This design comes from an exercise in tuning for small area, a short achievable clock period and few clock cycles per item on the open sky130 flow, not from production work.
RTL that was checked went through simulation tests only; none was proved equivalent to the original.
Power figures rest on the tool's default switching activity, not on a simulated workload.

==> flow/design.v <==
`default_nettype none
package bfdt_pkg;
  localparam logic [7:0] CHAR_ZERO  = 8'h30;
  localparam logic [7:0] CHAR_SPACE = 8'h20;
  localparam logic [7:0] CHAR_STAR  = 8'h2A;
  localparam logic [7:0] CHAR_POINT = 8'h2E;
  function automatic logic [3:0] add3(input logic [3:0] x);
    logic a, b, c, d, ge5;
    {a, b, c, d} = x;
    ge5 = a | (b & (c | d));
    add3[3] = ge5;
    add3[2] = (b & !c & !d) | (a & d);
    add3[1] = (!a & !b & c) | (b & c & d) | (a & !d);
    add3[0] = (!a & !b & d) | (b & c & !d) | (a & !d);
  endfunction
  function automatic logic [11:0] bin2bcd10(input logic [9:0] bin);
    logic [21:0] s;
    s = {12'd0, bin};
    for (int i = 0; i < 10; i++) begin
      if (i >= 3) s[13:10] = add3(s[13:10]);
      if (i >= 6) s[17:14] = add3(s[17:14]);
      s = s << 1;
    end
    bin2bcd10 = s[21:10];
  endfunction
  function automatic logic [7:0] bin2bcd7(input logic [6:0] bin);
    logic [14:0] s;
    s = {8'd0, bin};
    for (int i = 0; i < 7; i++) begin
      if (i >= 3) s[10:7] = add3(s[10:7]);
      if (i >= 6) s[14:11] = add3(s[14:11]);
      s = s << 1;
    end
    bin2bcd7 = s[14:7];
  endfunction
endpackage
`default_nettype wire
`default_nettype none
module binary_fixed_to_decimal_text (
  input  wire logic        clk,
  input  wire logic        rst_n,
  input  wire logic        in_valid,
  output wire logic        in_ready,
  input  wire logic [31:0] in_value,
  output wire logic        out_valid,
  input  wire logic        out_ready,
  output wire logic [7:0]  out_hundreds_char,
  output wire logic [7:0]  out_tens_char,
  output wire logic [7:0]  out_ones_char,
  output wire logic [7:0]  out_point_char,
  output wire logic [7:0]  out_tenths_char,
  output wire logic [7:0]  out_hundredths_char,
  output wire logic        out_overflow
);
  logic        vld_r;
  assign in_ready = !vld_r || out_ready;
  always_ff @(posedge clk) begin
    if (!rst_n) begin
      vld_r <= 1'b0;
    end else if (in_ready) begin
      vld_r <= in_valid;
    end
  end
  logic [17:0] v_r;
  logic        ovf_r;
  always_ff @(posedge clk) begin
    if (in_ready) begin
      v_r   <= in_value[17:0];
      ovf_r <= (|in_value[31:18]) || (in_value[17:8] >= 10'd1000);
    end
  end
  logic [9:0]  ip;
  logic [7:0]  fp;
  logic        ovf;
  logic        cy;
  logic        clamp;
  logic [9:0]  ji;
  logic [12:0] fr;
  logic [11:0] ibcd;
  logic [7:0]  fbcd;
  logic [3:0]  h_d, t_d, o_d, te_d, hu_d;
  assign ip    = v_r[17:8];
  assign fp    = v_r[7:0];
  assign ovf   = ovf_r;
  assign cy    = &fp;
  assign clamp = cy && (ip == 10'd999);
  assign ji    = clamp ? ip : ip + 10'(cy);
  assign fr    = 13'(fp) * 13'd25 + 13'd32;
  assign ibcd  = bfdt_pkg::bin2bcd10(ji);
  assign fbcd  = bfdt_pkg::bin2bcd7(cy ? 7'd0 : fr[12:6]);
  assign h_d  = ibcd[11:8];
  assign t_d  = ibcd[7:4];
  assign o_d  = ibcd[3:0];
  assign te_d = clamp ? 4'd9 : fbcd[7:4];
  assign hu_d = clamp ? 4'd9 : fbcd[3:0];
  logic [3:0] hn, tn, on, ten, hun;
  logic       hdig, tdig;
  assign hn   = ovf ? 4'hA : h_d;
  assign tn   = ovf ? 4'hA : t_d;
  assign on   = ovf ? 4'hA : o_d;
  assign ten  = ovf ? 4'hA : te_d;
  assign hun  = ovf ? 4'hA : hu_d;
  assign hdig = !ovf && (h_d != 4'd0);
  assign tdig = !ovf && (h_d != 4'd0 || t_d != 4'd0);
  assign out_valid           = vld_r;
  assign out_overflow        = ovf_r;
  assign out_point_char      = bfdt_pkg::CHAR_POINT;
  assign out_hundreds_char   = {3'b001, hdig, hn};
  assign out_tens_char       = {3'b001, tdig, tn};
  assign out_ones_char       = {3'b001, !ovf, on};
  assign out_tenths_char     = {3'b001, !ovf, ten};
  assign out_hundredths_char = {3'b001, !ovf, hun};
endmodule
`default_nettype wire
Settings: LEC_CHECK=0, ABC_AREA=1, ABC_CLOCK_PERIOD_IN_PS=5000, CAP_MARGIN=20, CORE_MARGIN=2, CORE_UTILIZATION=60, SLEW_MARGIN=20; clock period 10.0 ns.
run.sh (not shown) runs the stock make flow with config.mk's settings and CLKGATE_MAP_FILE= SYNTH_SCRIPT=/design/flow/synth_recipe.tcl, a recipe that flattens the netlist after the stock synthesis.
Rerun with:
--- a/flow/design.v
+++ b/flow/design.v
@@ -60,16 +60,8 @@
     end else if (in_ready) begin
       vld_r <= in_valid;
     end
   end
-  logic [17:0] v_r;
-  logic        ovf_r;
-  always_ff @(posedge clk) begin
-    if (in_ready) begin
-      v_r   <= in_value[17:0];
-      ovf_r <= (|in_value[31:18]) || (in_value[17:8] >= 10'd1000);
-    end
-  end
   logic [9:0]  ip;
   logic [7:0]  fp;
   logic        ovf;
   logic        cy;
@@ -78,11 +70,11 @@
   logic [12:0] fr;
   logic [11:0] ibcd;
   logic [7:0]  fbcd;
   logic [3:0]  h_d, t_d, o_d, te_d, hu_d;
-  assign ip    = v_r[17:8];
-  assign fp    = v_r[7:0];
-  assign ovf   = ovf_r;
+  assign ip    = in_value[17:8];
+  assign fp    = in_value[7:0];
+  assign ovf   = (|in_value[31:18]) || (ip >= 10'd1000);
   assign cy    = &fp;
   assign clamp = cy && (ip == 10'd999);
   assign ji    = clamp ? ip : ip + 10'(cy);
   assign fr    = 13'(fp) * 13'd25 + 13'd32;
@@ -92,23 +84,28 @@
   assign t_d  = ibcd[7:4];
   assign o_d  = ibcd[3:0];
   assign te_d = clamp ? 4'd9 : fbcd[7:4];
   assign hu_d = clamp ? 4'd9 : fbcd[3:0];
-  logic [3:0] hn, tn, on, ten, hun;
-  logic       hdig, tdig;
-  assign hn   = ovf ? 4'hA : h_d;
-  assign tn   = ovf ? 4'hA : t_d;
-  assign on   = ovf ? 4'hA : o_d;
-  assign ten  = ovf ? 4'hA : te_d;
-  assign hun  = ovf ? 4'hA : hu_d;
-  assign hdig = !ovf && (h_d != 4'd0);
-  assign tdig = !ovf && (h_d != 4'd0 || t_d != 4'd0);
+  logic [3:0] hn_r, tn_r, on_r, ten_r, hun_r;
+  logic       hdig_r, tdig_r, ovf_r;
+  always_ff @(posedge clk) begin
+    if (in_ready) begin
+      hn_r   <= ovf ? 4'hA : h_d;
+      tn_r   <= ovf ? 4'hA : t_d;
+      on_r   <= ovf ? 4'hA : o_d;
+      ten_r  <= ovf ? 4'hA : te_d;
+      hun_r  <= ovf ? 4'hA : hu_d;
+      hdig_r <= !ovf && (h_d != 4'd0);
+      tdig_r <= !ovf && (h_d != 4'd0 || t_d != 4'd0);
+      ovf_r  <= ovf;
+    end
+  end
   assign out_valid           = vld_r;
   assign out_overflow        = ovf_r;
   assign out_point_char      = bfdt_pkg::CHAR_POINT;
-  assign out_hundreds_char   = {3'b001, hdig, hn};
-  assign out_tens_char       = {3'b001, tdig, tn};
-  assign out_ones_char       = {3'b001, !ovf, on};
-  assign out_tenths_char     = {3'b001, !ovf, ten};
-  assign out_hundredths_char = {3'b001, !ovf, hun};
+  assign out_hundreds_char   = {3'b001, hdig_r, hn_r};
+  assign out_tens_char       = {3'b001, tdig_r, tn_r};
+  assign out_ones_char       = {3'b001, !ovf_r, on_r};
+  assign out_tenths_char     = {3'b001, !ovf_r, ten_r};
+  assign out_hundredths_char = {3'b001, !ovf_r, hun_r};
 endmodule
 `default_nettype wire
The new run completed with no timing, DRC or antenna violations. Count of clock-buffer cells in the layout climbs by 1. Power came out lower by 14%. Combinational power is lower by 22%. Setup slack gets better by 0.65 ns. Via count increases by 4.4%. Core utilization came out lower by 1.0 points. Global-route usage falls by 0.38 points. Worst hold slack degrades by 0.33 ns. Routed wire length increases by 6.2%.
Testbench counts after the change, summed over its fixed seeds: cycles 8,008, items 8,000.
Function not checked in the first run of this note: the RTL went through the layout flow alone.

-- what the ideal ports hide --
No port has a modelled driver above. Below, the same layouts with a new extraction and two added sets of constraints.
Step 1 (the two cells are an assumption about what drives the block):
set clk [get_ports {clk}]
set_driving_cell -lib_cell sky130_fd_sc_hd__clkbuf_16 $clk
set_driving_cell -lib_cell sky130_fd_sc_hd__buf_2 [delete_from_list [all_inputs] $clk]
Step 2 times the ports against the registers' clock, not the clock port: input delays grow and output delays shrink by t, the midpoint of the rising clock arrivals with the driver on.
Three values: ideal ports, drivers, drivers and shift; two values: the first two.
run	t, ns	slack for setup (ns)	worst hold slack (ns)	worst register clock-pin slew, ns
the first run	0.275	2.955 / 2.934 / 3.209	1.135 / 1.135 / 1.135	0.07 / 0.07
the second run	0.271	3.606 / 3.606 / 3.335	0.804 / 0.804 / 0.804	0.07 / 0.07
After both steps every run listed still meets setup and hold. The setup slack of the second run, which loses most, moves by 0.000 ns with the drivers and by -0.271 ns with both steps.
